This design comes from an exercise in tuning for small area, a short achievable clock period and few clock cycles on the open sky130 flow, not from production work.
In this exercise RTL edits were held to simulation tests only and were not proved equivalent to the original.
Power is estimated from default activity; no workload was simulated.

==> flow/design.v (excerpt) <==
module replay_block_deframer_core
(
    input  logic        i_clk,
    input  logic        i_rst_n,
    input  logic        i_valid,
    output logic        o_stall,
    input  logic [7:0]  i_data_byte,
    output logic        o_valid,
    input  logic        i_stall,
    output logic        o_result_kind,
    output logic [3:0]  o_marker_bits,
    output logic [31:0] o_timestamp_bits,
    output logic [31:0] o_content_length,
    output logic [7:0]  o_block_type,
    output logic [31:0] o_block_param,
    output logic [7:0]  o_content_byte,
    output logic        o_last_of_block
);
    logic        push;
    logic        full;
    logic        q_valid;
    logic        pop;
    logic        hdr_done;
    logic        len_zero;
    logic        time_busy;
    logic        back_busy;
    logic [8:0]  push_item;
    logic [8:0]  q_item;
    logic [3:0]  p_flags;
    logic [31:0] p_time;
    logic [31:0] p_len;
    rbd_front u_front (
        .i_clk         (i_clk),
        .i_rst_n       (i_rst_n),
        .i_valid       (i_valid),
        .i_data_byte   (i_data_byte),
        .i_full        (full),
        .i_prev        (o_timestamp_bits),
        .i_words_out   (q_valid || back_busy),
        .o_stall       (o_stall),
        .o_push        (push),
        .o_entry       (push_item),
        .o_hdr_done    (hdr_done),
        .o_len_zero    (len_zero),
        .o_time_busy   (time_busy),
        .o_flags       (p_flags),
        .o_time        (p_time),
        .o_len         (p_len),
        .o_type        (o_block_type),
        .o_param       (o_block_param)
    );
    rbd_queue u_queue (
        .i_clk   (i_clk),
  ...
For scale: ~260 flip-flops, roughly 130 I/O pins, roughly 18000 sq um of cells after synthesis.
clock: 8.5 ns
lec_check: 0
cap_margin: 20
core_margin: 2
core_utilization: 60
cts_cluster_diameter: 100
cts_cluster_size: 22
place_density: 0.7
setup_slack_margin: 5
slew_margin: 20
standard.sh (not shown) runs the stock make flow with config.mk's settings and CLKGATE_MAP_FILE= SYNTH_SCRIPT=/design/flow/synth_recipe.tcl, a recipe that flattens the netlist after the stock synthesis.
==> flow/flow/run.sh <==
#!/bin/bash
# The standard layout, with the port buffers made from the smallest plain
# buffer cell instead of the resizer's default choice.
set -euo pipefail
export BUFFER_PORTS_ARGS="-buffer_cell sky130_fd_sc_hd__buf_1"
bash standard.sh finish > standard.log 2>&1
Testbench counts at the start, summed over its fixed seeds: cycles 12,648.
Edit:
Settings changed: PLACE_DENSITY 0.7 to not set.
Die area does not change.
Final area decreases by 0.54%.
Global-route usage stays flat.


Another version of the RTL of replay_block_deframer_core (not shown whole).
Size: about 1,800 cells after synthesis, roughly 17,000 um^2 of cells after synthesis.
==> flow/config.mk <==
export PLATFORM = sky130hd
export DESIGN_NAME = replay_block_deframer_core
export DESIGN_NICKNAME = replay_block_deframer_core
export VERILOG_FILES = /design/flow/design.v
export SDC_FILE = /design/flow/constraint.sdc
export NUM_CORES = 4
export LEC_CHECK = 0
export CAP_MARGIN = 20
export CORE_MARGIN = 2
export CORE_UTILIZATION = 40
export CTS_CLUSTER_DIAMETER = 100
export CTS_CLUSTER_SIZE = 22
export SETUP_SLACK_MARGIN = 5
export SLEW_MARGIN = 20
==> flow/constraint.sdc <==
create_clock -name core_clock -period 8.5 [get_ports {i_clk}]
set_input_delay 1.7000 -clock core_clock [delete_from_list [all_inputs] [get_ports {i_clk}]]
set_output_delay 1.7000 -clock core_clock [all_outputs]
set_load 0.01 [all_outputs]
Scripts as last shown in full above: flow/flow/run.sh
The starting point ran to the end with no violations.
Testbench counts at the start, summed over its fixed seeds: cycles 13,322.
Edit:
==> flow/run.sh (new file) <==
#!/bin/bash
# synth_recipe.tcl (not shown) runs the flow's synth.tcl, then flattens the netlist and writes it again
# the make line also repeats each setting of config.mk as NAME=value (left out here)
make -C /OpenROAD-flow-scripts/flow DESIGN_CONFIG=/design/flow/config.mk WORK_HOME=/design/flow/orfs CLKGATE_MAP_FILE= SYNTH_SCRIPT=/design/flow/synth_recipe.tcl finish
--- a/flow/config.mk
+++ b/flow/config.mk
@@ -9,3 +9,3 @@
 export CORE_MARGIN = 2
-export CORE_UTILIZATION = 40
+export CORE_UTILIZATION = 55
 export CTS_CLUSTER_DIAMETER = 100
removed: flow/flow/run.sh
removed: flow/standard.sh
What happened: Wire length goes down by 1.4%. Worst setup slack gains 0.044 ns. Non-clock buffer count goes up by 14. Final cell count goes down by 7.0%. Clock power goes down by 4.0%. Via count goes up by about 1.7%.

[what the ideal ports hide]
Ports are ideal in the flow. The routed layouts listed here were re-timed in OpenROAD. Step 1: set_driving_cell puts a clkbuf_16 on i_clk and a buf_2 on each other input, an assumption about the parent block. Step 2, shift: input delay + t, output delay - t, t = (earliest + latest rising clock arrival at the registers) / 2. This alone moves slack from input paths to output paths. Three values: ideal, step 1, step 2; two values: the first two.
run | t, ns | slack for setup (ns) | worst hold slack (ns)
the first run of note 1 | 0.540 | 4.954 / 4.954 / 4.446 | 0.485 / 0.485 / 0.485
the second run of note 1 | 0.558 | 4.920 / 4.920 / 4.496 | 0.449 / 0.449 / 0.449
the first run of note 2 | 0.568 | 4.835 / 4.835 / 4.678 | 0.413 / 0.413 / 0.413
the second run of note 2 | 0.564 | 4.879 / 4.825 / 4.545 | 0.428 / 0.428 / 0.428
After both steps every run listed still meets setup and hold. For the first run of note 1, which loses most, drivers alone change the setup slack by 0.000 ns; drivers and shift together by -0.508 ns.
